This design comes from an exercise in tuning for small area, a short achievable clock period and few clock cycles per item on the open sky130 flow, not from production work. The RTL was checked by simulation tests, not by an equivalence proof against the original design. Power and IR drop assume default switching activity.

--- flow/config.mk ---
export PLATFORM = sky130hd
export DESIGN_NAME = dns_query_echo_answer_builder_unit
export DESIGN_NICKNAME = dns_query_echo_answer_builder_unit
export VERILOG_FILES = /design/flow/design.v
export SDC_FILE = /design/flow/constraint.sdc
export NUM_CORES = 4
export LEC_CHECK = 0
export CAP_MARGIN = 20
export CORE_MARGIN = 2
export CORE_UTILIZATION = 60
export CTS_BUF_LIST = sky130_fd_sc_hd__clkbuf_16
export CTS_CLUSTER_DIAMETER = 100
export CTS_CLUSTER_SIZE = 35
export SETUP_SLACK_MARGIN = 3.7
export SLEW_MARGIN = 20
--- flow/constraint.sdc ---
create_clock -name core_clock -period 6.0 [get_ports {clk}]
set_input_delay 1.2000 -clock core_clock [delete_from_list [all_inputs] [get_ports {clk}]]
set_output_delay 1.2000 -clock core_clock [all_outputs]
set_load 0.01 [all_outputs]
--- flow/design.v ---
package dnsqeab_pkg;
  localparam int MaxQueryBytes = 512;
  localparam int CountWidth    = $clog2(MaxQueryBytes + 1);
  localparam logic [15:0] QtypeA    = 16'h0001;
  localparam logic [15:0] QtypeAaaa = 16'h001C;
  localparam logic [15:0] ResetReplyFlags = 16'h8180;
  localparam logic [31:0] ResetAnswerTtl  = 32'd30;
  localparam logic CfgReplyFlags = 1'b0;
  localparam logic CfgAnswerTtl  = 1'b1;
  localparam logic [2:0] PhHeader  = 3'd0;
  localparam logic [2:0] PhLen     = 3'd1;
  localparam logic [2:0] PhBody    = 3'd2;
  localparam logic [2:0] PhTypeHi  = 3'd3;
  localparam logic [2:0] PhTypeLo  = 3'd4;
  localparam logic [2:0] PhClassHi = 3'd5;
  localparam logic [2:0] PhClassLo = 3'd6;
  localparam logic [2:0] PhDrop    = 3'd7;
  localparam logic [4:0] RecFirst   = 5'd4;
  localparam logic [4:0] RecDlenLo  = 5'd15;
  localparam logic [4:0] RecV4Addr  = 5'd28;
endpackage
module dns_query_echo_answer_builder_unit (
  input  logic        clk,
  input  logic        rst,
  input  logic        cfg_write,
  input  logic        cfg_index,
  input  logic [31:0] cfg_data,
  input  logic        in_valid,
  output logic        in_stall,
  input  logic [7:0]  query_byte,
  input  logic        query_last,
  input  logic        client_is_v6,
  input  logic [63:0] client_addr_hi,
  input  logic [63:0] client_addr_lo,
  output logic        out_valid,
  input  logic        out_stall,
  output logic [7:0]  reply_byte,
  output logic        reply_last,
  output logic        reply_error
);
  logic [15:0] reply_flags;
  logic [31:0] answer_ttl;
  always_ff @(posedge clk) begin
    if (rst) begin
      reply_flags <= dnsqeab_pkg::ResetReplyFlags;
      answer_ttl  <= dnsqeab_pkg::ResetAnswerTtl;
    end else if (cfg_write) begin
      if (cfg_index == dnsqeab_pkg::CfgReplyFlags) reply_flags <= cfg_data[15:0];
      else                                         answer_ttl  <= cfg_data;
    end
  end
  logic [2:0]            phase;
  logic [2:0]            phase_next;
  logic [dnsqeab_pkg::CountWidth-1:0] count;       
  logic [7:0]            label_pos;   
  logic                  stall_q;
  logic                  skid_valid;
  logic                  accept;
  logic                  produce;
  logic                  err;
  logic                  has_rec;
  logic                  push;
  logic [7:0]            e_data;
  logic                  e_last;
  logic                  e_rec;
  logic [7:0]            hdr_const;
  logic                  hdr_over;
  logic                  at_class_lo;
  assign in_stall    = stall_q;
  assign accept      = in_valid && !stall_q;
  assign produce     = (phase != dnsqeab_pkg::PhDrop);
  assign push        = accept && produce;
  assign at_class_lo = (phase == dnsqeab_pkg::PhClassLo);
  assign err         = count[dnsqeab_pkg::CountWidth-1] || (query_last && !at_class_lo);
  logic [7:0]   qtype_hi, qtype_lo, class_hi;
  logic [63:0]  addr_hi, addr_lo;
  logic         cap_v6;
  logic         is_aaaa, is_a;
  assign is_aaaa = ({qtype_hi, qtype_lo} == dnsqeab_pkg::QtypeAaaa);
  assign is_a    = ({qtype_hi, qtype_lo} == dnsqeab_pkg::QtypeA);
  assign has_rec = !client_is_v6 || is_aaaa;
  assign hdr_over  = (phase == dnsqeab_pkg::PhHeader) && !count[3] && count[1];
  assign hdr_const = count[2] ? {7'd0, count[0]}
                              : (count[0] ? reply_flags[7:0] : reply_flags[15:8]);
  always_comb begin
    if (err)           e_data = 8'h00;
    else if (hdr_over) e_data = hdr_const;
    else               e_data = query_byte;
  end
  assign e_last = err || (at_class_lo && !has_rec);
  assign e_rec  = !err && at_class_lo && has_rec;
  always_ff @(posedge clk) begin
    if (phase == dnsqeab_pkg::PhTypeHi)  qtype_hi <= query_byte;
    if (phase == dnsqeab_pkg::PhTypeLo)  qtype_lo <= query_byte;
    if (phase == dnsqeab_pkg::PhClassHi) class_hi <= query_byte;
    if (at_class_lo) begin
      addr_hi <= client_addr_hi;
      addr_lo <= client_addr_lo;
      cap_v6  <= client_is_v6;
    end
  end
  always_comb begin
    phase_next = phase;
    if (accept) begin
      if (query_last) begin
        phase_next = dnsqeab_pkg::PhHeader;
      end else if (produce) begin
        if (err) begin
          phase_next = dnsqeab_pkg::PhDrop;
        end else begin
          case (phase)
            dnsqeab_pkg::PhHeader:  if (count[3:0] == 4'd11) phase_next = dnsqeab_pkg::PhLen;
            dnsqeab_pkg::PhLen:     phase_next = (query_byte == 8'h00) ? dnsqeab_pkg::PhTypeHi
                                                                       : dnsqeab_pkg::PhBody;
            dnsqeab_pkg::PhBody:    if (label_pos == 8'd1) phase_next = dnsqeab_pkg::PhLen;
            dnsqeab_pkg::PhTypeHi:  phase_next = dnsqeab_pkg::PhTypeLo;
            dnsqeab_pkg::PhTypeLo:  phase_next = dnsqeab_pkg::PhClassHi;
            dnsqeab_pkg::PhClassHi: phase_next = dnsqeab_pkg::PhClassLo;
            default:                phase_next = dnsqeab_pkg::PhDrop;
          endcase
        end
      end
    end
  end
  always_ff @(posedge clk) begin
    if (rst) begin
      phase <= dnsqeab_pkg::PhHeader;
      count <= '0;
    end else begin
      phase <= phase_next;
      if (accept) begin
        if (query_last)   count <= '0;
        else if (produce) count <= count + 1'b1;
      end
    end
  end
  logic       rec_active;
  logic       rec_active_next;
  logic       skid_valid_next;
  logic [7:0] skid_data;
  logic       skid_last, skid_err, skid_rec;
  logic       advance;
  logic       rec_start;
  logic [4:0] rec_pos;
  logic [7:0] rec_byte;
  logic       rec_end;
  logic [3:0] ai;
  logic [7:0] addr_byte;
  logic [127:0] addr_all;
  assign advance   = !out_valid || !out_stall;
  assign rec_pos   = label_pos[4:0];
  assign rec_start = advance && !rec_active && (skid_valid ? skid_rec : (push && e_rec));
  assign ai        = rec_pos[3:0];
  assign addr_all  = {addr_hi, addr_lo};
  always_comb begin
    addr_byte = addr_all[8*(15 - ai) +: 8];
    if (!cap_v6 && ai < 4'd12) addr_byte = (ai >= 4'd10) ? 8'hFF : 8'h00;
  end
  always_comb begin
    if (rec_pos[4]) begin
      rec_byte = addr_byte;
    end else begin
      case (rec_pos[3:0])
        4'd4:    rec_byte = 8'hC0;
        4'd5:    rec_byte = 8'h0C;
        4'd6:    rec_byte = qtype_hi;
        4'd7:    rec_byte = qtype_lo;
        4'd8:    rec_byte = class_hi;
        4'd9:    rec_byte = skid_data;
        4'd10:   rec_byte = answer_ttl[31:24];
        4'd11:   rec_byte = answer_ttl[23:16];
        4'd12:   rec_byte = answer_ttl[15:8];
        4'd13:   rec_byte = answer_ttl[7:0];
        4'd15:   rec_byte = (is_a && !cap_v6) ? 8'h04 : (is_aaaa ? 8'h10 : 8'h00);
        default: rec_byte = 8'h00;
      endcase
    end
  end
  assign rec_end = (rec_pos == 5'd31) ||
                   ((rec_pos == dnsqeab_pkg::RecDlenLo) && !(is_a && !cap_v6) && !is_aaaa);
  always_ff @(posedge clk) begin
    if (rec_start) begin
      label_pos <= {3'd0, dnsqeab_pkg::RecFirst};
    end else if (advance && rec_active) begin
      label_pos <= {3'd0, ((rec_pos == dnsqeab_pkg::RecDlenLo) && is_a && !cap_v6)
                          ? dnsqeab_pkg::RecV4Addr : rec_pos + 1'b1};
    end else if (accept && (phase == dnsqeab_pkg::PhLen)) begin
      label_pos <= query_byte;
    end else if (accept && (phase == dnsqeab_pkg::PhBody)) begin
      label_pos <= label_pos - 1'b1;
    end
  end
  always_ff @(posedge clk) begin
    if (!skid_valid && !rec_active) begin
      skid_data <= e_data;
      skid_last <= e_last;
      skid_err  <= err;
      skid_rec  <= e_rec;
    end
  end
  always_ff @(posedge clk) begin
    if (advance) begin
      if (rec_active) begin
        reply_byte  <= rec_byte;
        reply_last  <= rec_end;
        reply_error <= 1'b0;
      end else if (skid_valid) begin
        reply_byte  <= skid_data;
        reply_last  <= skid_last;
        reply_error <= skid_err;
      end else begin
        reply_byte  <= e_data;
        reply_last  <= e_last;
        reply_error <= err;
      end
    end
  end
  always_comb begin
    skid_valid_next = skid_valid;
    if (!skid_valid) skid_valid_next = push && (!advance || rec_active);
    else if (advance && !rec_active) skid_valid_next = 1'b0;
    rec_active_next = rec_active;
    if (advance) begin
      if (rec_start) rec_active_next = 1'b1;
      else if (rec_active && rec_end) rec_active_next = 1'b0;
    end
  end
  always_ff @(posedge clk) begin
    if (rst) begin
      out_valid  <= 1'b0;
      skid_valid <= 1'b0;
      rec_active <= 1'b0;
      stall_q    <= 1'b0;
    end else begin
      skid_valid <= skid_valid_next;
      rec_active <= rec_active_next;
      stall_q    <= skid_valid_next || (rec_active_next && (phase_next != dnsqeab_pkg::PhDrop));
      if (advance) out_valid <= rec_active || skid_valid || push;
    end
  end
endmodule
--- flow/flow/run.sh ---
#!/bin/bash
# Standard ORFS layout, with plain buffers (instead of the tool's default
# delay-cell pick) on the input and output ports, and no dummy clock loads.
set -euo pipefail
export BUFFER_PORTS_ARGS="-buffer_cell sky130_fd_sc_hd__buf_1"
export CTS_ARGS="-sink_clustering_enable -repair_clock_nets -sink_clustering_size 35 -sink_clustering_max_diameter 100 -buf_list sky130_fd_sc_hd__clkbuf_16 -dont_use_dummy_load"
bash standard.sh finish > flow_standard.log 2>&1
--- flow/standard.sh ---
#!/bin/bash
# synth_recipe.tcl (not shown) runs the flow's synth.tcl, then flattens the netlist and writes it again
# the make line also repeats each setting of config.mk as NAME=value (left out here)
make -C /OpenROAD-flow-scripts/flow DESIGN_CONFIG=/design/flow/config.mk WORK_HOME=/design/flow/orfs CLKGATE_MAP_FILE= SYNTH_SCRIPT=/design/flow/synth_recipe.tcl "${@:-finish}"
==> notes.md, run 1 <==
status = finished clean
port bufs = 187
NumNets Final = 1207
Hold Path Class = flip-flop to flip-flop
Die H = 137.5 um
critical-path maximum fanout = 5
Slew Limit Fails = 0
share of post-route cells with drive strength above 1 = 10.47%
GPL Wtd Cong = 0.9131
Synth Warn # = 1
Fmax = 431.4 MHz
Rows = 48
fin worst setup slack = 3682 ps
total CTS buffers = 11
critical path's largest stage delay = 690 ps
ANT cells = 0
CP Cell Sequence = buf_1 -> nand2b_1 -> a2111oi_0 -> a31oi_1 -> a311oi_1
RSZ-0062 raised after global routing = true
I/O pins = 188
period utilisation layout = 38.63%
cell area after synthesis = 10690 um^2
crit start category = primary input
pre-CTS WS = 3131 ps
total track usage = 28.40%
endpoints failing setup = 0
MaxCap Viol Count = 0
CTS sink cnt = 247
die width = 137.5 um
Post-Synthesis Cells = 869
Core Area = 17360 um^2
P_leak = 3.831 nW
DRC errors left = 0
ANT nets after route = 0
Clock Pin Slew Worst Setup and Hold Paths = 120 ps
WP data arrival = 2720 ps
initial antenna violation count = 2
Seq/Total Area, Yosys = 62.57%
CP required = 6400 ps
Post-synth ARST share = 0%
library cells used by synthesis = 66
die area = 18890 um^2
area grow syn2layout = 12.66%
DR WL/cell = 21.99 um
FF+latch count, synth = 247
critical path class = primary input to flip-flop
Syn Nets = 1052
ys flop type = edfxtp_1
Sum Neg Setup Slack = 0 ps
drt first pass iters = 5
starting DRC count in detailed routing = 951
pin count of the biggest net entering global routing = 59
CTS tree = done
DP HPWL = 19480 um
Vias = 7864
vias in the first global route = 7492
fill count = 1285
Clock Path Buffers = 3
vias per inst = 6.306
Total Wirelength = 27430 um
Post-Route Skew = 44.49 ps
Root Buffer = clkbuf_16
number of synthesized flops with an enable pin = 174
Hold Violations, Final = 0
Critical Path Slowest Stage Cell = a2111oi_0
global-route wire length before repair = 40760 um
GRT overflow = 0
power density cells = 322.1 nW/um^2
Initial Util = 61.57%
Mapped Avg Cell Area = 12.30 um^2
Slew HR = 31.81%
Worst-Skew Late Latency = 490 ps
Worst-Margin Slew = 1020 ps
Core Util, Final = 69.36%
CP endpoint kind = flip-flop
H-tree Lvls = 1
worst vdd ir = 0.0003085 V
fin crit period = 2318 ps
==> cell usage in the layout (no fill, tap or decap), drive strengths merged, types with 11 or more instances in the layout <==
cell type    n
dfxtp       73
mux4        29
nand3       18
nor3        11
nor2        39
edfxtp     174
nand2      137
clkbuf      12
nor4        12
mux2i       20
a21oi       77
buf        199
nor2b       13
o21ai       30
a22oi       21
==> worst paths after layout <==
| path | cells past startpoint | slack, ps | from | endpoint |
|---|---|---|---|---|
| max | 5 | 3680 | in_valid | stall_q$_SDFF_PP0_ |
| min | 2 | 460 | answer_ttl[0]$_SDFFE_PP0P_ | answer_ttl[0]$_SDFFE_PP0P_ |
| max reg2reg | 5 | 3710 | phase[1]$_SDFF_PP0_ | reply_byte[7]$_DFFE_PN_ |
| min reg2reg | 2 | 460 | answer_ttl[0]$_SDFFE_PP0P_ | answer_ttl[0]$_SDFFE_PP0P_ |
==> per-stage QoR <==
stage / cells / hold WS (ps) / area, um^2 / power (mW)
6_report: 1247 / 458.7 / 12040 / 3.877
5_1_grt: 1247 / 480.6 / 12040 / 4.043
4_1_cts: 1241 / 462.2 / 11900 / 3.845
3_5_place_dp: 1227 / 451.2 / 11490 / 2.983
3_3_place_gp: 1227 / 443.9 / 11490 / 2.981
2_1_floorplan: 869 / 433.2 / 10780 / 2.711
==> synth_stat cells, types with 5 or more instances <==
cell type  number  share of area (%)
nand2_1       137                4.8
nand3_1        18               0.84
o221ai_1        5               0.41
nor2b_1        13               0.76
inv_1          10               0.35
buf_2          10               0.47
o21a_1          8               0.56
edfxtp_1      174                 49
mux2i_1        20                1.9
nor4_1         12               0.70
o311ai_1        6               0.49
a22oi_1        21                1.5
nor2_1         39                1.4
a21oi_1        76                3.6
nand2b_1        9               0.53
and3_1          7               0.41
nand3b_1       10               0.70
a211oi_1        5               0.35
mux2_2          5               0.53
nor3_1         11               0.52
o21ai_0        28                1.3
a32oi_1         5               0.41
buf_1           5               0.18
mux4_2         29                6.1
a31oi_1         7               0.41
ha_1            7               0.82
clkbuf_1       41                1.4
dfxtp_1        73                 14
==> power breakdown <==
group	leakage (nW)	internal, mW	total [mW]	switching, mW
logic	1.49	0.481	1.11	0.632
clock network	0.136	0.334	0.816	0.482
registers	2.21	1.88	1.95	0.0695
==> critical path, delay by kind of cell <==
family | cells | cell delay, ps
AO/OA/AOI/OAI | 3 | 1220
buffers and inverters | 1 | 140
AND/OR/NAND/NOR | 1 | 140
==> routing by layer <==
metal	vias up	track usage, %	routed length (um)	part of all wire (%)
li1	3603	-	-	-
met1	3811	40.64	11210	41
met4	4	7.675	638	2.3
met2	397	46.30	13270	48
met5	-	0	27	0.098
met3	49	3.642	2277	8.3
==> cells by family after synthesis <==
logic type,Yosys count,synth area share (%)
AO/OA/AOI/OAI,207,12.61
XOR/XNOR,6,0.4918
adder cells (fa/ha/maj),7,0.8195
buffers and inverters,71,2.857
flip-flops,247,62.57
multiplexers,54,8.512
AND/OR/NAND/NOR,277,12.14
==> sequential cells by signal, indices dropped and copies added (netlist names), 3 cells and up <==
name	count
addr_hi	64
addr_lo	64
answer_ttl	32
reply_flags	16
count	10
class_hi	8
label_pos	8
qtype_hi	8
qtype_lo	8
reply_byte	8
skid_data	8
phase	3
==> layout make-up <==
cell class	count	area (um^2)	share of cell area, %
Sequential cell	247	6701	55.66
Multi-Input combinational cell	553	3881	32.24
Timing Repair Buffer	200	857.1	7.119
Tap cell	225	281.5	2.338
Clock buffer	11	275.3	2.286
Inverter	11	42.54	0.3534
==> what timing repair did <==
item,4_1_cts,5_1_grt
pin swaps,2,3
endpoints found under the setup margin,85,77
gates cloned,1,1
hold buffers,0,0
buffers inserted,2,4
gates resized for setup,27,17
Testbench counts, summed over its fixed seeds: cycles 28,244, queries 512.
==> run 2: changes to the inputs <==
==> flow/flow/run.sh (replaced) <==
#!/bin/bash
# The standard ORFS layout (the standard.sh), with two changes:
#  - plain buffers (buf_1, sized up later by repair) on the input and output
#    ports instead of the delay cell that buffer_ports picks by default;
#  - clock tree synthesis without dummy loads (same clustering and buffer
#    settings as config.mk).
# make's full output goes to flow_standard.log; ORFS keeps each step's log
# under orfs/logs/.
set -euo pipefail
export BUFFER_PORTS_ARGS="-buffer_cell sky130_fd_sc_hd__buf_1"
export CTS_ARGS="-sink_clustering_enable -repair_clock_nets -sink_clustering_size 30 -sink_clustering_max_diameter 80 -buf_list sky130_fd_sc_hd__clkbuf_16 -dont_use_dummy_load"
bash standard.sh finish > flow_standard.log 2>&1
--- a/flow/config.mk
+++ b/flow/config.mk
@@ -9,7 +9,7 @@
 export CORE_MARGIN = 2
 export CORE_UTILIZATION = 60
 export CTS_BUF_LIST = sky130_fd_sc_hd__clkbuf_16
-export CTS_CLUSTER_DIAMETER = 100
-export CTS_CLUSTER_SIZE = 35
-export SETUP_SLACK_MARGIN = 3.7
+export CTS_CLUSTER_DIAMETER = 80
+export CTS_CLUSTER_SIZE = 30
+export SETUP_SLACK_MARGIN = 3.4
 export SLEW_MARGIN = 20
==> run 2 against run 1 <==
Net effect: area after synthesis did not move; still clean on timing, DRC and antenna; total power about the same; clock skew shrank 13 ps; clock-buffer cell count up 1.
==> notes.md, run 2 <==
status = finished clean
Largest regs = addr_hi (64), addr_lo (64), answer_ttl (32)
Seq/Total Area, Yosys = 62.57%
port bufs = 187
GRT overflow = 0
Die H = 137.5 um
WP data arrival = 2790 ps
P_leak = 3.789 nW
number of synthesized flops with an enable pin = 174
power density cells = 326.1 nW/um^2
FF+latch count, synth = 247
Commonest cells post-synth = 174 x edfxtp_1, 137 x nand2_1, 76 x a21oi_1
I/O pins = 188
Mapped Avg Cell Area = 12.30 um^2
Worst-Margin Slew = 1043 ps
total CTS buffers = 12
ys flop type = edfxtp_1
fill count = 1310
crit start category = primary input
total track usage = 28.37%
fin crit period = 2465 ps
P_int = 2.699 mW
Design Area, Final = 11880 um^2
Hold Path Class = flip-flop to flip-flop
CTS tree = done
initial antenna violation count = 0
period utilisation layout = 41.08%
most frequent cells in the layout = 186 x buf_1, 174 x edfxtp_1, 137 x nand2_1
share of post-route cells with drive strength above 1 = 8.121%
die width = 137.5 um
worst vdd ir = 0.0003800 V
Hold Violations, Final = 0
count leader, synth = edfxtp_1
Syn Nets = 1052
area grow syn2layout = 11.19%
commonest non-fill, non-tap cell in the layout = buf_1
Slew HR = 30.48%
CTS sink cnt = 247
hold_ws = 460.1 ps
Total Wirelength = 27190 um
Sum Neg Setup Slack = 0 ps
clock share of power = 21.9%
cell area after synthesis = 10690 um^2
Post-Route Skew = 31.23 ps
Clock Path Buffers = 3
Initial Util = 61.57%
CP endpoint kind = flip-flop
Pwr Total = 3.875 mW
library cells used by synthesis = 66
Synth area leaders = edfxtp_1 49%, dfxtp_1 14%, mux4_2 6.1%
Post-Synthesis Cells = 869
Slew Limit Fails = 0
vias per inst = 6.290
Clock Pin Slew Worst Setup and Hold Paths = 90 ps
DRC errors left = 0
critical-path maximum fanout = 8
vias in the first global route = 7535
DR WL/cell = 21.80 um
Psw = 1.175 mW
global-route wire length before repair = 40430 um
ANT cells = 0
Fmax = 405.7 MHz
Post-DP Area = 11470 um^2
H-tree Lvls = 1
MaxCap Viol Count = 0
Synth Warn # = 1
post-synth top area share = 48.89%
Core Area = 17360 um^2
Comb power frac = 27.4%
Rows = 48
sequential power share = 50.7%
Yosys top cell by area = edfxtp_1
RSZ-0062 raised after global routing = true
Vias = 7844
Post-synth ARST share = 0%
ANT nets after route = 0
Worst-Skew Late Latency = 480 ps
pin count of the biggest net entering global routing = 105
Root Buffer = clkbuf_16
DP HPWL = 19670 um
starting DRC count in detailed routing = 1069
drt first pass iters = 5
critical path class = primary input to flip-flop
CP required = 6330 ps
die area = 18890 um^2
endpoints failing setup = 0
Switching Share = 30.33%
NumNets Final = 1207
GPL Wtd Cong = 0.9602
## run 2: final timing paths
| check | start | end | slack (ps) | cells after the start |
|---|---|---|---|---|
| max | in_valid | label_pos[2]$_SDFFE_PP1P_ | 3540 | 6 |
| min | reply_flags[10]$_SDFFE_PP0P_ | reply_flags[10]$_SDFFE_PP0P_ | 460 | 2 |
| max reg2reg | label_pos[0]$_SDFFE_PP0P_ | reply_byte[7]$_DFFE_PN_ | 3540 | 7 |
| min reg2reg | reply_flags[10]$_SDFFE_PP0P_ | reply_flags[10]$_SDFFE_PP0P_ | 460 | 2 |
## run 2: logic make-up after synthesis
family	share of synthesized area, %
XOR/XNOR	0.4918
AND/OR/NAND/NOR	12.14
flip-flops	62.57
AO/OA/AOI/OAI	12.61
buffers and inverters	2.857
multiplexers	8.512
adder cells (fa/ha/maj)	0.8195
## run 2: critical path, cell delays in order
cell	delay [ps]
buf_1	130
or3b_2	540
a21oi_2	360
o21ai_0	240
a21oi_1	190
o21ai_0	130
## run 2: through the flow
stage                     std cells  utilization (%)  worst slack, ps
after floorplan                 869                -             3391
after global placement         1227            66.07             2793
after detailed placement       1227            66.07             2767
after CTS                      1239            68.05             3403
after global routing           1247            68.46             3326
final                          1247            68.46             3535
## run 2: layer usage
layer,routed length [um],GRT usage (%)
met5,0,0
met4,694,7.503
met3,2187,3.495
met2,13200,46.57
met1,11100,40.49
## run 2: power by group through the flow
stage | registers, mW | clock network, mW | logic (mW)
detailed placement | 2.01 | 0 | 0.962
global placement | 2.01 | 0 | 0.952
finish | 1.97 | 0.850 | 1.06
global route | 1.97 | 0.920 | 1.15
CTS | 1.98 | 0.867 | 0.989
floorplan | 1.94 | 0 | 0.748
## run 2: repair_timing
action | CTS | global route
gates cloned | 0 | 0
endpoints found under the setup margin | 123 | 15
buffers inserted | 0 | 8
hold endpoints to repair | 0 | 0
gates resized for setup | 12 | 3
pin swaps | 0 | 1
hold buffers | 0 | 0
## run 2: layout make-up
| type | count | area (um^2) | share of cell area [%] |
|---|---|---|---|
| Sequential cell | 247 | 6695 | 56.34 |
| Multi-Input combinational cell | 551 | 3741 | 31.48 |
| Timing Repair Buffer | 201 | 823.3 | 6.929 |
| Clock buffer | 12 | 300.3 | 2.527 |
| Tap cell | 225 | 281.5 | 2.369 |
| Inverter | 11 | 41.29 | 0.3475 |
==> run 3: changes to the inputs <==
--- a/flow/config.mk
+++ b/flow/config.mk
@@ -11,5 +11,5 @@
 export CTS_BUF_LIST = sky130_fd_sc_hd__clkbuf_16
 export CTS_CLUSTER_DIAMETER = 80
 export CTS_CLUSTER_SIZE = 30
-export SETUP_SLACK_MARGIN = 3.4
+export SETUP_SLACK_MARGIN = 3.7
 export SLEW_MARGIN = 20
==> run 3 against run 2 <==
Net effect: sequential share of layout area shrank 0.88 points; worst setup slack gained 140 ps; first-iteration DRC count shrank 19%; flip-flop and latch count is the same; total power grew 1.5%; critical endpoint is now in_stall; clock skew grew 3.4 ps.
==> notes.md, run 3 <==
vias per inst = 6.298
DRC errors left = 0
Largest delay share family, worst path = flip-flops
fin worst setup slack = 3677 ps
fin crit period = 2323 ps
Worst-Skew Late Latency = 480 ps
Post-Route Skew = 34.65 ps
total track usage = 28.38%
die width = 137.5 um
H-tree Lvls = 1
Worst R2R Path Depth = 5
Total Wirelength = 27580 um
Yosys top cell by area = edfxtp_1
endpoints failing setup = 0
count leader, synth = edfxtp_1
RSZ-0062 raised after global routing = true
Core Util, Final = 69.59%
Critical Path Slowest Stage Cell = dfxtp_1
worst vdd ir = 0.0003032 V
Synth area leaders = edfxtp_1 49%, dfxtp_1 14%, mux4_2 6.1%
worst reg2reg startpoint = phase[1]$_SDFF_PP0_
I/O pins = 188
Initial Util = 61.57%
hold depth = 2
Syn Nets = 1052
P_int = 2.730 mW
period utilisation layout = 38.72%
status = finished clean
CTS tree = done
Fmax = 430.4 MHz
drt first pass iters = 5
Slew HR = 30.40%
CTS sink cnt = 247
P_leak = 3.851 nW
ys flop type = edfxtp_1
post-synth top area share = 48.89%
Root Buffer = clkbuf_16
CP required = 4800 ps
Hold Crit Endpoint = reply_flags[6]$_SDFFE_PP0P_
pre-CTS WS = 3131 ps
pin count of the biggest net entering global routing = 59
Core Area = 17360 um^2
crit start category = flip-flop
Worst-Margin Slew = 1042 ps
min-delay src = reply_flags[6]$_SDFFE_PP0P_
Post-Synthesis Cells = 869
MaxCap Viol Count = 0
Post-synth ARST share = 0%
global-route wire length before repair = 40590 um
Rows = 48
Hold Violations, Final = 0
clock share of power = 21.8%
CP Cell Sequence = buf_1
critical-path maximum fanout = 5
Synth Warn # = 1
library cells used by synthesis = 66
vias in the first global route = 7466
share of post-route cells with drive strength above 1 = 10.73%
GRT overflow = 0
number of synthesized flops with an enable pin = 174
Clock Path Buffers = 3
area grow syn2layout = 13.03%
GPL Wtd Cong = 0.9131
DR WL/cell = 22.06 um
# hold bufs at CTS = 0
Psw = 1.204 mW
Switching Share = 30.60%
FF+latch count, synth = 247
sequential power share = 49.5%
starting DRC count in detailed routing = 864
most frequent cells in the layout = 186 x buf_1, 174 x edfxtp_1, 136 x nand2_1
Pwr Total = 3.934 mW
Vias = 7873
WP data arrival = 1120 ps
die area = 18890 um^2
Die H = 137.5 um
Commonest cells post-synth = 174 x edfxtp_1, 137 x nand2_1, 76 x a21oi_1
DP HPWL = 19480 um
ANT nets after route = 0
Mapped Avg Cell Area = 12.30 um^2
critical path's largest stage delay = 450 ps
Largest regs = addr_hi (64), addr_lo (64), answer_ttl (32)
Slew Limit Fails = 0
crit path buf inv count = 1
ANT cells = 0
cell area after synthesis = 10690 um^2
Hold Path Class = flip-flop to flip-flop
total CTS buffers = 12
port bufs = 187
critical path class = flip-flop to output pin
R2R Path End = reply_byte[2]$_DFFE_PN_
Comb power frac = 28.6%
power density cells = 325.7 nW/um^2
commonest non-fill, non-tap cell in the layout = buf_1
Clock Pin Slew Worst Setup and Hold Paths = 110 ps
Seq/Total Area, Yosys = 62.57%
NumNets Final = 1210
Sum Neg Setup Slack = 0 ps
reg2reg setup slack = 3790 ps
initial antenna violation count = 2
CP endpoint kind = output pin
hold_ws = 464.7 ps
-- run 3: cell counts after synthesis --
No cell type changed its count.
-- run 3: cells by family after synthesis --
group           after synthesis  share of synthesized area (%)
compound gates              207                          12.61
xor+xnor                      6                         0.4918
fa+ha+maj                     7                         0.8195
buf+inv                      71                          2.857
flops                       247                          62.57
mux                          54                          8.512
simple gates                277                          12.14
-- run 3: timing repair --
item	CTS	global route
setup endpoints to repair	84	40
gates cloned	1	1
buffers inserted	2	6
pin swaps	2	3
gates resized for setup	18	26
-- run 3: power by group through the flow --
stage               combinational (mW)  clock, mW  sequential [mW]
floorplan                        0.769          0             1.94
global placement                 0.991          0             1.99
detailed placement               0.994          0             1.99
CTS                               1.06      0.873             1.94
global route                      1.21      0.927             1.96
finish                            1.13      0.859             1.95
-- run 3: metrics by stage --
step                      std cells  instance area, um^2
after floorplan                 869                10780
after global placement         1227                11490
after detailed placement       1227                11490
after CTS                      1242                11890
after global routing           1250                12080
final                          1250                12080
-- run 3: area by class of cell --
type | instances | area [um^2]
Timing Repair Buffer | 202 | 872.1
Multi-Input combinational cell | 553 | 3881
Clock buffer | 12 | 300.3
Inverter | 11 | 43.79
Tap cell | 225 | 281.5
Sequential cell | 247 | 6700
Fill cell | 1286 | 5278
-- run 3: routing by layer --
layer | track usage (%) | vias up | wire length (um)
met4 | 7.503 | 4 | 635
met5 | 0 | - | 24
met3 | 3.863 | 54 | 2243
li1 | - | 3608 | -
met1 | 40.48 | 3829 | 11630
met2 | 46.30 | 378 | 13040
-- run 3: worst max-delay path by stage --
stage / start / endpoint / slack (ps) / cells after the start
floorplan: phase[0]$_SDFF_PP0_ / reply_last$_DFFE_PN_ / 3430 / 6
global route: in_valid / count[8]$_SDFFE_PP0P_ / 3630 / 6
finish: stall_q$_SDFF_PP0_ / in_stall / 3680 / 1
detailed placement: label_pos[0]$_SDFFE_PP0P_ / stall_q$_SDFF_PP0_ / 3130 / 8
global placement: label_pos[0]$_SDFFE_PP0P_ / stall_q$_SDFF_PP0_ / 3180 / 8
CTS: label_pos[0]$_SDFFE_PP0P_ / stall_q$_SDFF_PP0_ / 3630 / 8
==> run 4: changes to the inputs <==
--- a/flow/config.mk
+++ b/flow/config.mk
@@ -11,5 +11,5 @@
 export CTS_BUF_LIST = sky130_fd_sc_hd__clkbuf_16
 export CTS_CLUSTER_DIAMETER = 80
 export CTS_CLUSTER_SIZE = 30
-export SETUP_SLACK_MARGIN = 3.7
+export SETUP_SLACK_MARGIN = 4.0
 export SLEW_MARGIN = 20
==> run 4 against run 3 <==
Net effect: final cell count increased by 4.8%; largest power group unchanged; cell area increased by 9.8%; combinational power increased by 38%; register-to-register slack improved by 80 ps; clock-buffer cell count increased by 1; sequential power about the same; clock power increased by 3.6%; global-route usage increased by 1.7 points; synthesized cell count unchanged; non-clock buffer count increased by 59.
==> notes.md, run 4 <==
number of synthesized flops with an enable pin = 174
Vias = 8302
Slew Limit Fails = 0
area grow syn2layout = 24.12%
critical path's largest stage delay = 440 ps
Largest delay share family, worst path = flip-flops
starting DRC count in detailed routing = 885
Syn Nets = 1052
port bufs = 187
DP HPWL = 19170 um
die area = 18890 um^2
global-route wire length before repair = 42590 um
Core Util, Final = 76.42%
cell area after synthesis = 10690 um^2
crit path buf inv count = 1
GPL Wtd Cong = 0.9034
status = finished clean
ys flop type = edfxtp_1
Worst R2R Path Depth = 6
GRT overflow = 0
post-synth top area share = 48.89%
Total Wirelength = 29520 um
Clock Path Buffers = 3
R2R Path End = reply_byte[4]$_DFFE_PN_
Yosys top cell by area = edfxtp_1
commonest non-fill, non-tap cell in the layout = edfxtp_1
total track usage = 30.10%
pin count of the biggest net entering global routing = 87
# hold bufs at CTS = 0
CP endpoint kind = output pin
Rows = 48
Mapped Avg Cell Area = 12.30 um^2
I/O pins = 188
Clock Pin Slew Worst Setup and Hold Paths = 110 ps
crit start category = flip-flop
CP required = 4800 ps
ANT cells = 0
initial antenna violation count = 0
worst vdd ir = 0.0003698 V
Synth area leaders = edfxtp_1 49%, dfxtp_1 14%, mux4_2 6.1%
RSZ-0062 raised after global routing = true
Critical Path Slowest Stage Cell = edfxtp_1
period utilisation layout = 37.90%
CP Cell Sequence = clkbuf_2
FF+latch count, synth = 247
Critical Path End = reply_byte[2]
reg2reg setup slack = 3870 ps
non-filler instance count after layout = 1310
NumNets Final = 1270
critical path class = flip-flop to output pin
DR WL/cell = 22.54 um
Post-Route Skew = 62.90 ps
Seq/Total Area, Yosys = 62.57%
share of post-route cells with drive strength above 1 = 21.94%
Critical Path Start = reply_byte[2]$_DFFE_PN_
Initial Util = 61.57%
critical-path maximum fanout = 1
worst reg2reg startpoint = phase[2]$_SDFF_PP0_
total CTS buffers = 13
Largest regs = addr_hi (64), addr_lo (64), answer_ttl (32)
DRC errors left = 0
drt first pass iters = 8
Post-Synthesis Cells = 869
fin crit period = 2274 ps
Inst Count DP = 1227
ANT nets after route = 0
Commonest cells post-synth = 174 x edfxtp_1, 137 x nand2_1, 76 x a21oi_1
WP data arrival = 1070 ps
Root Buffer = clkbuf_16
Synth Warn # = 1
H-tree Lvls = 1
Worst-Margin Slew = 1019 ps
vias per inst = 6.337
CTS sink cnt = 247
count leader, synth = edfxtp_1
Worst-Skew Late Latency = 480 ps
pre-CTS WS = 3114 ps
Hold Violations, Final = 0
CTS tree = done
Hold Path Class = flip-flop to flip-flop
Slew HR = 32.05%
Sum Neg Setup Slack = 0 ps
Core Area = 17360 um^2
die width = 137.5 um
fin worst setup slack = 3726 ps
Fmax = 439.7 MHz
vias in the first global route = 7821
Post-synth ARST share = 0%
P_leak = 4.340 nW
power density cells = 330.7 nW/um^2
Die H = 137.5 um
most frequent cells in the layout = 174 x edfxtp_1, 172 x buf_1, 134 x nand2_1
Crit. path cell count = 1
endpoints failing setup = 0
library cells used by synthesis = 66
MaxCap Viol Count = 0
[run 4: changes by cell type in the layout (fill, tap and decap cells not counted), moves of 7 or more]
cell | before | now
buf_2 | 0 | 7
buf_1 | 186 | 172
o21ai_1 | 0 | 7
a22oi_2 | 0 | 10
a21oi_4 | 1 | 8
a22oi_1 | 21 | 11
buf_6 | 1 | 8
nor4_1 | 9 | 2
buf_12 | 2 | 9
buf_4 | 10 | 52
o21ai_0 | 28 | 17
[run 4: worst min-delay path by stage]
stage	start	end	slack, ps	cells past startpoint
2_1_floorplan	reply_flags[0]$_SDFFE_PP0P_	reply_flags[0]$_SDFFE_PP0P_	430	2
3_3_place_gp	reply_flags[4]$_SDFFE_PP0P_	reply_flags[4]$_SDFFE_PP0P_	440	2
3_5_place_dp	answer_ttl[8]$_SDFFE_PP0P_	answer_ttl[8]$_SDFFE_PP0P_	450	2
4_1_cts	answer_ttl[8]$_SDFFE_PP0P_	answer_ttl[8]$_SDFFE_PP0P_	470	2
5_1_grt	answer_ttl[0]$_SDFFE_PP0P_	answer_ttl[0]$_SDFFE_PP0P_	490	2
6_report	reply_flags[13]$_SDFFE_PP0P_	reply_flags[13]$_SDFFE_PP0P_	460	2
[run 4: metrics by stage]
stage / cell area (um^2) / power, mW / hold slack [ps]
floorplan: 10820 / 2.714 / 433.2
global placement: 11540 / 2.984 / 444.7
detailed placement: 11540 / 2.995 / 452.0
CTS: 12730 / 4.174 / 467.0
global route: 13260 / 4.544 / 488.9
finish: 13260 / 4.386 / 463.7
[run 4: logic make-up (layout without fill, tap and decap cells)]
family / count (synthesis) / after routing / synth area share, %
fa+ha+maj: 7 / 7 / 0.8195
mux: 54 / 54 / 8.512
simple gates: 277 / 279 / 12.14
xor+xnor: 6 / 6 / 0.4918
flops: 247 / 247 / 62.57
buf+inv: 71 / 285 / 2.857
compound gates: 207 / 207 / 12.61
[run 4: what timing repair did]
action,4_1_cts,5_1_grt
pin swaps,24,33
setup buffers,31,33
resized for setup,110,58
gates cloned,5,1
endpoints found under the setup margin,183,41
[run 4: cell type report]
| cell class | count | area [um^2] |
|---|---|---|
| flip-flops and latches | 247 | 6719 |
| multi-input cells | 553 | 4337 |
| fillers | 1118 | 4093 |
| repair buffers | 261 | 1544 |
| clock buffers | 13 | 325.3 |
| well taps | 225 | 281.5 |
| inverters | 11 | 57.56 |
[run 4: where the power goes]
group	switching, mW	leakage (nW)	internal, mW
Clock	0.499	0.160	0.390
Sequential	0.0602	2.21	1.88
Combinational	0.812	1.97	0.747
Total	1.37	4.34	3.01
[run 4: per-layer routing]
| metal | global-route usage (%) | vias to the layer above | wire [um] | share of wire, % |
|---|---|---|---|---|
| met3 | 4.194 | 82 | 2584 | 8.8 |
| met4 | 10.94 | 0 | 1035 | 3.5 |
| met1 | 42.89 | 4045 | 11890 | 40 |
| li1 | - | 3724 | - | - |
| met2 | 47.68 | 451 | 14010 | 47 |
| met5 | 0 | - | 0 | 0 |
==> run 5: changes to the inputs <==
--- a/flow/config.mk
+++ b/flow/config.mk
@@ -11,5 +11,6 @@
 export CTS_BUF_LIST = sky130_fd_sc_hd__clkbuf_16
 export CTS_CLUSTER_DIAMETER = 80
 export CTS_CLUSTER_SIZE = 30
-export SETUP_SLACK_MARGIN = 4.0
+export SETUP_SLACK_MARGIN = 4.4
 export SLEW_MARGIN = 20
+export TNS_END_PERCENT = 0
==> run 5 against run 4 <==
Net effect: still clean; sequential power about the same; register-to-register slack worse by 100 ps; via count down 3.0%; cell area down 8.6%; flip-flop and latch count unchanged; synthesized cell count unchanged; core utilization down 6.5 points; die area unchanged; first-iteration DRC count down 2.0%; worst setup slack worse by 2.9 ps; critical path type unchanged; largest power group unchanged; highest routed layer unchanged.
==> notes.md, run 5 <==
Slew HR = 28.50%
Largest delay share family, worst path = flip-flops
Total Wirelength = 27460 um
Post-synth ARST share = 0%
critical path's largest stage delay = 430 ps
GRT overflow = 0
Fmax = 439.2 MHz
Root Buffer = clkbuf_16
Post-Route Skew = 48.21 ps
count leader, synth = edfxtp_1
library cells used by synthesis = 66
die area = 18890 um^2
Seq/Total Area, Yosys = 62.57%
Design Area, Final = 12130 um^2
Critical Path Slowest Stage Cell = edfxtp_1
drt first pass iters = 6
endpoints failing setup = 0
total track usage = 28.33%
# hold bufs at CTS = 0
Clock Path Buffers = 3
ys flop type = edfxtp_1
fill count = 1236
number of synthesized flops with an enable pin = 174
CTS sink cnt = 247
WP data arrival = 1080 ps
GPL Wtd Cong = 0.9352
commonest non-fill, non-tap cell in the layout = buf_1
Clock Pin Slew Worst Setup and Hold Paths = 110 ps
met3 usage = 3.679%
DR WL/cell = 21.88 um
ANT nets after route = 0
power density cells = 329.1 nW/um^2
fin crit period = 2277 ps
initial antenna violation count = 0
Hold Violations, Final = 0
CP required = 4800 ps
worst vdd ir = 0.0002368 V
port bufs = 187
critical-path maximum fanout = 1
cell area after synthesis = 10690 um^2
Worst-Skew Late Latency = 490 ps
CTS tree = done
H-tree Lvls = 1
Rows = 48
DRC errors left = 0
Core Area = 17360 um^2
Post-DP Area = 11470 um^2
period utilisation layout = 37.95%
FF+latch count, synth = 247
I/O pins = 188
Commonest cells post-synth = 174 x edfxtp_1, 137 x nand2_1, 76 x a21oi_1
MaxCap Viol Count = 0
Hold Path Class = flip-flop to flip-flop
NumNets Final = 1215
ANT cells = 0
vias in the first global route = 7424
Yosys top cell by area = edfxtp_1
starting DRC count in detailed routing = 867
Synth area leaders = edfxtp_1 49%, dfxtp_1 14%, mux4_2 6.1%
die width = 137.5 um
crit path buf inv count = 1
GRT met2 Usage = 44.89%
Sum Neg Setup Slack = 0 ps
Worst-Margin Slew = 1072 ps
Vias = 8049
most frequent cells in the layout = 184 x buf_1, 174 x edfxtp_1, 136 x nand2_1
Syn Nets = 1052
RSZ-0062 raised after global routing = true
P_leak = 3.894 nW
critical path class = flip-flop to output pin
CP endpoint kind = output pin
status = finished clean
global-route wire length before repair = 40050 um
pin count of the biggest net entering global routing = 85
Die H = 137.5 um
total CTS buffers = 13
post-synth top area share = 48.89%
Post-Synthesis Cells = 869
crit start category = flip-flop
Slew Limit Fails = 0
gr busiest metal = met2
DP HPWL = 19440 um
Mapped Avg Cell Area = 12.30 um^2
Initial Util = 61.57%
CP Cell Sequence = buf_6
Largest regs = addr_hi (64), addr_lo (64), answer_ttl (32)
area grow syn2layout = 13.49%
M1 GR Usage = 40.78%
vias per inst = 6.414
share of post-route cells with drive strength above 1 = 10.58%
Synth Warn # = 1
[run 5: cell counts after synthesis]
Identical to the previous run, type by type.
[run 5: cell type report]
class,instances,area [um^2],area share [%]
Tap cell,225,281.5,2.321
Clock buffer,13,325.3,2.682
Sequential cell,247,6696,55.22
Timing Repair Buffer,207,934.6,7.707
Inverter,11,42.54,0.3508
Multi-Input combinational cell,552,3847,31.72
[run 5: what timing repair did]
item / in CTS / in global routing
gates cloned: 1 / 1
gates resized for setup: 33 / 15
pin swaps: 3 / 3
endpoints found under the setup margin: 263 / 273
buffers inserted: 7 / 6
[run 5: power by group]
part	internal (mW)	total [mW]	switching, mW
Combinational	0.509	1.17	0.657
Sequential	1.88	1.94	0.0606
Clock	0.391	0.889	0.498
Total	2.78	3.99	1.22
[run 5: cell families (layout without fill, tap and decap cells)]
| family | Yosys count | count (layout) | share of synthesized area [%] |
|---|---|---|---|
| AND/OR/NAND/NOR | 277 | 278 | 12.14 |
| flip-flops | 247 | 247 | 62.57 |
| adder cells (fa/ha/maj) | 7 | 7 | 0.8195 |
| XOR/XNOR | 6 | 6 | 0.4918 |
| AO/OA/AOI/OAI | 207 | 207 | 12.61 |
| buffers and inverters | 71 | 231 | 2.857 |
| multiplexers | 54 | 54 | 8.512 |
[run 5: worst paths after layout]
kind                                                  start                          end  slack [ps]  cells past startpoint
worst min-delay path            reply_flags[1]$_SDFFE_PP0P_  reply_flags[1]$_SDFFE_PP0P_         460                      2
worst max-delay path                reply_byte[3]$_DFFE_PN_                reply_byte[3]        3720                      1
worst max register to register          phase[1]$_SDFF_PP0_      reply_byte[6]$_DFFE_PN_        3770                      5
worst min register to register  reply_flags[1]$_SDFFE_PP0P_  reply_flags[1]$_SDFFE_PP0P_         460                      2
[run 5: per-stage QoR]
step	std cells	utilization [%]	hold slack [ps]	total power, mW	setup WS (ps)
3_3_place_gp	1227	66.07	445.6	2.958	2816
5_1_grt	1255	69.87	488.8	4.152	3677
4_1_cts	1248	69.07	460.4	3.932	3719
6_report	1255	69.87	462.5	3.991	3723
3_5_place_dp	1227	66.07	448.8	2.964	2763
2_1_floorplan	869	-	433.2	2.690	3403
[run 5: metal layers]
metal  wire (um)  vias to the layer above
met1       11240                     3918
met3        2488                       60
met5           0                        -
met2       12730                      465
met4        1002                        0
li1            -                     3606
[run 5: worst reg2reg max path, stage by stage, from the launching register on]
cell and delay (ps):
dfxtp_1 450, or4b_4 680, or2_4 340, a21oi_1 280
o311ai_1 140, o21a_1 150
==> run 6: changes to the inputs <==
--- a/flow/config.mk
+++ b/flow/config.mk
@@ -7,10 +7,10 @@
 export LEC_CHECK = 0
 export CAP_MARGIN = 20
 export CORE_MARGIN = 2
-export CORE_UTILIZATION = 60
+export CORE_UTILIZATION = 70
 export CTS_BUF_LIST = sky130_fd_sc_hd__clkbuf_16
 export CTS_CLUSTER_DIAMETER = 80
 export CTS_CLUSTER_SIZE = 30
-export SETUP_SLACK_MARGIN = 4.4
+export SETUP_SLACK_MARGIN = 4.0
 export SLEW_MARGIN = 20
 export TNS_END_PERCENT = 0
==> run 6 against run 5 <==
Net effect: largest power group unchanged; clock power decreased by 5.2%; register-to-register slack about the same; worst hold slack got worse by 8.3 ps; non-clock buffer count decreased by 1; final cell count decreased by 2.9%; area after synthesis unchanged; fmax increased by 1.2%.
==> notes.md, run 6 <==
CP endpoint kind = output pin
power density cells = 326.3 nW/um^2
Max Used Layer = met5
post-synthesis adder-cell area fraction = 0.8196%
area grow syn2layout = 13.03%
FF+latch count, synth = 247
Rows = 45
Inst Count DP = 1190
Commonest cells post-synth = 174 x edfxtp_1, 137 x nand2_1, 76 x a21oi_1
Post-Synthesis Cells = 869
Total Wirelength = 27160 um
global-route wire length before repair = 40900 um
Mapped Avg Cell Area = 12.30 um^2
post-synthesis xor/xnor area fraction = 0.4917%
fin worst setup slack = 3750 ps
hold_ws = 454.2 ps
number of synthesized flops with an enable pin = 174
Switching Share = 30.56%
Synth area leaders = edfxtp_1 49%, dfxtp_1 14%, mux4_2 6.1%
Die H = 127.6 um
H-tree Lvls = 1
total CTS buffers = 12
count leader, synth = edfxtp_1
GPL Wtd Cong = 0.9538
Slew Limit Fails = 0
Yosys top cell by area = edfxtp_1
Hold Path Class = flip-flop to flip-flop
met2 WL = 12930 um
Root Buffer = clkbuf_16
fin crit period = 2250 ps
commonest non-fill, non-tap cell in the layout = buf_1
DRC errors left = 0
vias in the first global route = 7873
compound-cell area share of the yosys netlist = 12.61%
P_int = 2.737 mW
critical path class = flip-flop to output pin
Syn Nets = 1052
Vias = 8072
DP HPWL = 18970 um
drt first pass iters = 8
Clock Path Buffers = 3
port bufs = 187
share of post-route cells with drive strength above 1 = 11.18%
Synth Warn # = 1
ys flop type = edfxtp_1
total track usage = 32.84%
Largest delay share family, worst path = flip-flops
crit path buf inv count = 1
worst vdd ir = 0.0002151 V
Largest regs = addr_hi (64), addr_lo (64), answer_ttl (32)
Slew HR = 33.29%
endpoints failing setup = 0
vias per inst = 6.622
pin count of the biggest net entering global routing = 75
NumNets Final = 1214
CTS sink cnt = 247
Post-synth ARST share = 0%
Design Area, Final = 12080 um^2
Psw = 1.205 mW
period utilisation layout = 37.49%
die width = 127.6 um
fill count = 913
sequential power share = 49.3%
CP required = 4800 ps
met3 wire length = 2828 um
status = finished clean
Synth Area in Simple Gates = 12.14%
Core Area = 15030 um^2
Clock Pin Slew Worst Setup and Hold Paths = 100 ps
post-synthesis mux area share = 8.512%
MaxCap Viol Count = 0
non-filler instance count after layout = 1219
DR WL/cell = 22.28 um
Post-DP Area = 11420 um^2
Critical Path Slowest Stage Cell = edfxtp_1
largest family of logic cells by synthesized area = compound AO/OA/AOI/OAI gates
Pwr Total = 3.942 mW
cell area after synthesis = 10690 um^2
ANT nets after route = 0
Hold Violations, Final = 0
CTS tree = done
RSZ-0062 raised after global routing = true
pre-CTS WS = 3067 ps
post-synth top area share = 48.89%
Initial Util = 71.09%
Sum Neg Setup Slack = 0 ps
Metal-1 WL = 10440 um
die area = 16270 um^2
clock share of power = 21.4%
Seq/Total Area, Yosys = 62.57%
starting DRC count in detailed routing = 1016
crit start category = flip-flop
initial antenna violation count = 1
library cells used by synthesis = 66
Fmax = 444.5 MHz
Post-Route Skew = 37.43 ps
Worst-Skew Late Latency = 480 ps
critical path's largest stage delay = 430 ps
Comb power frac = 29.3%
CP Cell Sequence = buf_1
GRT overflow = 0
P_leak = 3.871 nW
Core Util, Final = 80.35%
WP data arrival = 1050 ps
Worst-Margin Slew = 998.2 ps
critical-path maximum fanout = 1
I/O pins = 188
most frequent cells in the layout = 186 x buf_1, 174 x edfxtp_1, 136 x nand2_1
[run 6: final cells by class]
class                           instances  area [um^2]  share of cell area (%)
Sequential cell                       247         6699                   55.46
Tap cell                              188        235.2                   1.947
Multi-Input combinational cell        553         3889                   32.19
Clock buffer                           12        300.3                   2.486
Inverter                               11        43.79                  0.3625
Timing Repair Buffer                  206        907.1                   7.510
Antenna cell                            2        5.005                 0.04143
[run 6: worst min-delay path: stages (launching register included)]
cell and delay, ps:
dfxtp_1 310, nand2_1 50, a21oi_1 50
[run 6: what timing repair did]
item / 4_1_cts / 5_1_grt
gates cloned: 2 / 1
resized for setup: 30 / 21
endpoints found under the setup margin: 174 / 173
buffers inserted: 6 / 5
hold buffers: 0 / 0
pin swaps: 2 / 2
endpoints found under the hold margin: 0 / 0
[run 6: final timing paths]
path	from	end	slack, ps	depth (start not counted)
worst min-delay path	reply_flags[12]$_SDFFE_PP0P_	reply_flags[12]$_SDFFE_PP0P_	450	2
worst min register to register	reply_flags[12]$_SDFFE_PP0P_	reply_flags[12]$_SDFFE_PP0P_	450	2
worst max-delay path	reply_byte[4]$_DFFE_PN_	reply_byte[4]	3750	1
worst max register to register	label_pos[0]$_SDFFE_PP0P_	stall_q$_SDFF_PP0_	3770	8
[run 6: cells by family (layout without fill, tap and decap cells)]
logic type | count (synthesis) | count (layout)
simple gates | 277 | 279
flops | 247 | 247
compound gates | 207 | 207
buf+inv | 71 | 229
mux | 54 | 54
fa+ha+maj | 7 | 7
xor+xnor | 6 | 6
other cells | 0 | 2
[run 6: power by group through the flow]
stage | Combinational (mW) | Clock (mW) | Sequential (mW)
CTS | 1.09 | 0.846 | 1.93
global route | 1.23 | 0.899 | 1.95
floorplan | 0.748 | 0 | 1.94
finish | 1.15 | 0.843 | 1.94
detailed placement | 0.997 | 0 | 1.98
global placement | 0.983 | 0 | 1.98
[run 6: per-layer routing]
| metal | vias to the layer above | track usage [%] |
|---|---|---|
| met5 | - | 0 |
| met4 | 2 | 11.83 |
| met3 | 77 | 6.868 |
| met2 | 534 | 53.13 |
| met1 | 3844 | 44.82 |
| li1 | 3615 | - |
==> run 7: changes to the inputs <==
--- a/flow/config.mk
+++ b/flow/config.mk
@@ -7,7 +7,7 @@
 export LEC_CHECK = 0
 export CAP_MARGIN = 20
 export CORE_MARGIN = 2
-export CORE_UTILIZATION = 70
+export CORE_UTILIZATION = 60
 export CTS_BUF_LIST = sky130_fd_sc_hd__clkbuf_16
 export CTS_CLUSTER_DIAMETER = 80
 export CTS_CLUSTER_SIZE = 30
==> run 7 against run 6 <==
Net effect: final cell count is 3.0% higher; critical path depth did not move; core utilization down 10 points; clock power up 5.5%; sequential share of layout area shrank 0.24 points; die area rose by 16%; first-iteration DRC count fell by 15%; cell area increased by 0.40%; area after synthesis unchanged; synthesized cell count stayed put; clock skew rose by 11 ps; total power is 1.3% higher; highest routed layer is now met4.
==> notes.md, run 7 <==
fin worst setup slack = 3723 ps
DP HPWL = 19440 um
area grow syn2layout = 13.49%
Syn Nets = 1052
Worst-Skew Late Latency = 490 ps
H-tree Lvls = 1
Post-DP Area = 11470 um^2
Yosys top cell by area = edfxtp_1
Sum Neg Setup Slack = 0 ps
count leader, synth = edfxtp_1
Psw = 1.215 mW
share of post-route cells with drive strength above 1 = 10.58%
sequential power share = 48.5%
WP data arrival = 1080 ps
DRC errors left = 0
Synth Warn # = 1
Initial Util = 61.57%
critical path class = flip-flop to output pin
CP endpoint kind = output pin
critical-path maximum fanout = 1
starting DRC count in detailed routing = 867
initial antenna violation count = 0
Worst-Margin Slew = 1072 ps
Design Area, Final = 12130 um^2
Fmax = 439.2 MHz
vias per inst = 6.414
P_int = 2.776 mW
die area = 18890 um^2
Vias = 8049
Rows = 48
CP required = 4800 ps
NumNets Final = 1215
fin crit period = 2277 ps
Inst Count DP = 1227
non-filler instance count after layout = 1255
port bufs = 187
total track usage = 28.33%
Largest delay share family, worst path = flip-flops
Comb power frac = 29.2%
Seq/Total Area, Yosys = 62.57%
vias in the first global route = 7424
Commonest cells post-synth = 174 x edfxtp_1, 137 x nand2_1, 76 x a21oi_1
Hold Violations, Final = 0
ANT cells = 0
I/O pins = 188
period utilisation layout = 37.95%
Die H = 137.5 um
CP Cell Sequence = buf_6
Largest regs = addr_hi (64), addr_lo (64), answer_ttl (32)
total CTS buffers = 13
Clock Path Buffers = 3
CTS tree = done
Clock Pin Slew Worst Setup and Hold Paths = 110 ps
Post-Route Skew = 48.21 ps
ys flop type = edfxtp_1
area of the multi-input gates = 3847 um^2
Slew HR = 28.50%
critical path's largest stage delay = 430 ps
P_leak = 3.894 nW
GRT overflow = 0
Post-Synthesis Cells = 869
post-synth top area share = 48.89%
die width = 137.5 um
pre-CTS WS = 2763 ps
number of synthesized flops with an enable pin = 174
commonest non-fill, non-tap cell in the layout = buf_1
GPL Wtd Cong = 0.9352
CTS sink cnt = 247
crit path buf inv count = 1
library cells used by synthesis = 66
crit start category = flip-flop
Pwr Total = 3.991 mW
Synth area leaders = edfxtp_1 49%, dfxtp_1 14%, mux4_2 6.1%
Switching Share = 30.45%
FF+latch area = 6696 um^2
Core Area = 17360 um^2
Slew Limit Fails = 0
cell area after synthesis = 10690 um^2
# hold bufs at CTS = 0
DR WL/cell = 21.88 um
RSZ-0062 raised after global routing = true
Root Buffer = clkbuf_16
status = finished clean
endpoints failing setup = 0
Post-synth ARST share = 0%
Hold Path Class = flip-flop to flip-flop
pin count of the biggest net entering global routing = 85
ANT nets after route = 0
drt first pass iters = 6
Mapped Avg Cell Area = 12.30 um^2
power density cells = 329.1 nW/um^2
Critical Path Slowest Stage Cell = edfxtp_1
Total Wirelength = 27460 um
fill count = 1236
clock share of power = 22.3%
most frequent cells in the layout = 184 x buf_1, 174 x edfxtp_1, 136 x nand2_1
worst vdd ir = 0.0002368 V
FF+latch count, synth = 247
global-route wire length before repair = 40050 um
MaxCap Viol Count = 0
## run 7: final timing paths
| kind | to | from | slack, ps | depth (start not counted) |
|---|---|---|---|---|
| worst min register to register | reply_flags[1]$_SDFFE_PP0P_ | reply_flags[1]$_SDFFE_PP0P_ | 460 | 2 |
| worst max register to register | reply_byte[6]$_DFFE_PN_ | phase[1]$_SDFF_PP0_ | 3770 | 5 |
| worst max-delay path | reply_byte[3] | reply_byte[3]$_DFFE_PN_ | 3720 | 1 |
| worst min-delay path | reply_flags[1]$_SDFFE_PP0P_ | reply_flags[1]$_SDFFE_PP0P_ | 460 | 2 |
## run 7: cell type report
type / count / area share, %
clock buffer: 13 / 2.682
inverter: 11 / 0.3508
multi-input combinational: 552 / 31.72
sequential: 247 / 55.22
tap: 225 / 2.321
timing repair buffer: 207 / 7.707
## run 7: cells by family after synthesis
logic type	count (synthesis)	synth area share, %
flip-flops	247	62.57
multiplexers	54	8.512
buffers and inverters	71	2.857
adder cells (fa/ha/maj)	7	0.8195
AO/OA/AOI/OAI	207	12.61
AND/OR/NAND/NOR	277	12.14
XOR/XNOR	6	0.4918
## run 7: power groups by stage
stage               logic [mW]  clock network (mW)  registers [mW]
floorplan                0.748                   0            1.94
global placement         0.980                   0            1.98
detailed placement       0.984                   0            1.98
CTS                       1.10               0.903            1.93
global route              1.25               0.964            1.94
finish                    1.17               0.889            1.94
## run 7: repair_timing
item | 4_1_cts | 5_1_grt
pin swaps | 3 | 3
cloned | 1 | 1
buffers inserted | 7 | 6
gates resized for setup | 33 | 15
endpoints found under the setup margin | 181 | 191
## run 7: per-stage QoR
step	hold WS (ps)	utilization (%)
floorplan	433.2	-
global placement	445.6	66.07
detailed placement	448.8	66.07
CTS	460.4	69.07
global route	488.8	69.87
finish	462.5	69.87
## run 7: per-layer routing
layer | share of wire, % | track usage, % | up-vias
li1 | - | - | 3606
met1 | 41 | 40.78 | 3918
met2 | 46 | 44.89 | 465
met3 | 9.1 | 3.679 | 60
met4 | 3.6 | 9.794 | 0
met5 | 0 | 0 | -
==> run 8: changes to the inputs <==
--- a/flow/config.mk
+++ b/flow/config.mk
@@ -11,6 +11,7 @@
 export CTS_BUF_LIST = sky130_fd_sc_hd__clkbuf_16
 export CTS_CLUSTER_DIAMETER = 80
 export CTS_CLUSTER_SIZE = 30
+export PLACE_DENSITY = 0.8
 export SETUP_SLACK_MARGIN = 4.0
 export SLEW_MARGIN = 20
 export TNS_END_PERCENT = 0
==> run 8 against run 7 <==
Net effect: worst hold slack about the same; first-iteration DRC count up 0.69%; flip-flop and latch count stayed put; area after synthesis stayed put; critical endpoint is now reply_byte[4]; die area did not move; register-to-register slack about the same; sequential power barely moved; global-route usage fell by 0.44 points.
==> notes.md, run 8 <==
status = finished clean
Rows = 48
GRT overflow = 0
number of synthesized flops with an enable pin = 174
die width = 137.5 um
Worst-Skew Late Latency = 500 ps
commonest non-fill, non-tap cell in the layout = buf_1
DP HPWL = 18920 um
fin worst setup slack = 3709 ps
CTS sink cnt = 247
Pwr Total = 3.953 mW
ys flop type = edfxtp_1
Total Wirelength = 26720 um
I/O pins = 188
Hold Violations, Final = 0
# hold bufs at CTS = 0
pre-CTS WS = 2647 ps
vias per inst = 6.278
share of post-route cells with drive strength above 1 = 10.59%
Synth Warn # = 1
DRC errors left = 0
global-route wire length before repair = 39810 um
RSZ-0062 raised after global routing = true
Mapped Avg Cell Area = 12.30 um^2
Clock Pin Slew Worst Setup and Hold Paths = 120 ps
H-tree Lvls = 1
fin crit period = 2291 ps
critical-path maximum fanout = 1
worst vdd ir = 0.0003386 V
Fmax = 436.4 MHz
ANT nets after route = 0
endpoints failing setup = 0
Design Area, Final = 12110 um^2
library cells used by synthesis = 66
DR WL/cell = 21.31 um
Post-Route Skew = 48.94 ps
reg2reg setup slack = 3760 ps
total track usage = 27.90%
period utilisation layout = 38.19%
non-filler instance count after layout = 1254
Die H = 137.5 um
NumNets Final = 1214
Inst Count DP = 1228
Commonest cells post-synth = 174 x edfxtp_1, 137 x nand2_1, 76 x a21oi_1
critical path class = flip-flop to output pin
cell area after synthesis = 10690 um^2
Root Buffer = clkbuf_16
port bufs = 187
crit start category = flip-flop
Synth area leaders = edfxtp_1 49%, dfxtp_1 14%, mux4_2 6.1%
total CTS buffers = 12
post-synth top area share = 48.89%
Largest regs = addr_hi (64), addr_lo (64), answer_ttl (32)
crit path buf inv count = 1
CP required = 4800 ps
die area = 18890 um^2
initial antenna violation count = 0
vias in the first global route = 7547
Core Area = 17360 um^2
Hold Path Class = flip-flop to flip-flop
MaxCap Viol Count = 0
Seq/Total Area, Yosys = 62.57%
CTS tree = done
CP Cell Sequence = clkbuf_2
GPL Wtd Cong = 0.9399
Syn Nets = 1052
drt first pass iters = 6
power density cells = 326.4 nW/um^2
Vias = 7873
Clock Path Buffers = 3
CP endpoint kind = output pin
FF+latch count, synth = 247
Core Util, Final = 69.77%
Post-Synthesis Cells = 869
Yosys top cell by area = edfxtp_1
P_leak = 3.881 nW
Slew HR = 28.03%
ANT cells = 0
area grow syn2layout = 13.32%
Post-DP Area = 11470 um^2
pin count of the biggest net entering global routing = 78
Critical Path Slowest Stage Cell = edfxtp_1
Initial Util = 61.57%
hold_ws = 462.5 ps
critical path's largest stage delay = 440 ps
WP data arrival = 1090 ps
count leader, synth = edfxtp_1
Slew Limit Fails = 0
most frequent cells in the layout = 184 x buf_1, 174 x edfxtp_1, 136 x nand2_1
Post-synth ARST share = 0%
Largest delay share family, worst path = flip-flops
Worst-Margin Slew = 1077 ps
starting DRC count in detailed routing = 873
Sum Neg Setup Slack = 0 ps
-- run 8: cell counts after synthesis --
No cell type changed its count.
-- run 8: path summary, 6_finish.rpt --
path	from	endpoint	cells past startpoint
min reg2reg	reply_flags[12]$_SDFFE_PP0P_	reply_flags[12]$_SDFFE_PP0P_	2
max	reply_byte[4]$_DFFE_PN_	reply_byte[4]	1
min	reply_flags[12]$_SDFFE_PP0P_	reply_flags[12]$_SDFFE_PP0P_	2
max reg2reg	qtype_lo[1]$_DFFE_PP_	stall_q$_SDFF_PP0_	5
-- run 8: metal layers --
metal / up-vias / GRT usage [%] / share of wire [%]
met2: 458 / 46.32 / 49
met3: 72 / 4.084 / 9.4
met1: 3734 / 37.88 / 38
met4: 0 / 9.794 / 3.5
met5: - / 0 / 0
li1: 3609 / - / -
-- run 8: cells by family after synthesis --
kind of cell / share of synthesized area, %
simple gates: 12.14
fa+ha+maj: 0.8195
buf+inv: 2.857
mux: 8.512
flops: 62.57
compound gates: 12.61
xor+xnor: 0.4918
-- run 8: where the power goes --
part / switching [mW] / internal [mW]
sequential: 0.0513 / 1.88
combinational: 0.650 / 0.520
clock: 0.494 / 0.363
-- run 8: final cells by class --
| cell class | instances | area (um^2) |
|---|---|---|
| clock buffer | 12 | 300.3 |
| multi-input combinational | 551 | 3820 |
| fill | 1260 | 5246 |
| sequential | 247 | 6700 |
| inverter | 11 | 46.29 |
| timing repair buffer | 208 | 962.2 |
| tap | 225 | 281.5 |
-- run 8: timing repair --
action                                  4_1_cts  5_1_grt
pin swaps                                     1        1
buffers inserted                              4        9
gates resized for setup                      31       12
gates cloned                                  1        0
endpoints found under the setup margin      228      142

==> separate check: timing with driven ports <==
How much do the figures lean on ideal ports? The routed layouts below were timed once more, with nothing changed but the port constraints. Step 1 sets driving cells, clkbuf_16 on the clock port and buf_2 on the other inputs (assumed; they add their load-dependent delay and slew). Step 2, shift: input delay + t, output delay - t, t = (earliest + latest rising clock arrival at the registers) / 2. This alone moves slack from input paths to output paths. Three values: ideal, step 1, step 2; two values: the first two.
run | t (ns) | setup slack, ns | slew at the worst register clock pin (ns)
run 1 | 0.511 | 3.682 / 3.664 / 3.185 | 0.12 / 0.12
run 2 | 0.510 | 3.535 / 3.538 / 3.045 | 0.11 / 0.11
run 3 | 0.506 | 3.677 / 3.633 / 3.190 | 0.11 / 0.11
run 4 | 0.501 | 3.726 / 3.681 / 3.447 | 0.11 / 0.11
run 5 | 0.516 | 3.723 / 3.676 / 3.268 | 0.11 / 0.11
run 6 | 0.502 | 3.750 / 3.706 / 3.284 | 0.11 / 0.11
run 7 | 0.516 | 3.723 / 3.676 / 3.268 | 0.11 / 0.11
run 8 | 0.516 | 3.709 / 3.667 / 3.240 | 0.12 / 0.12
After both steps setup and hold are still met in every run listed. The setup slack of run 1, which loses most, moves by -0.018 ns with the drivers and by -0.497 ns with both steps.
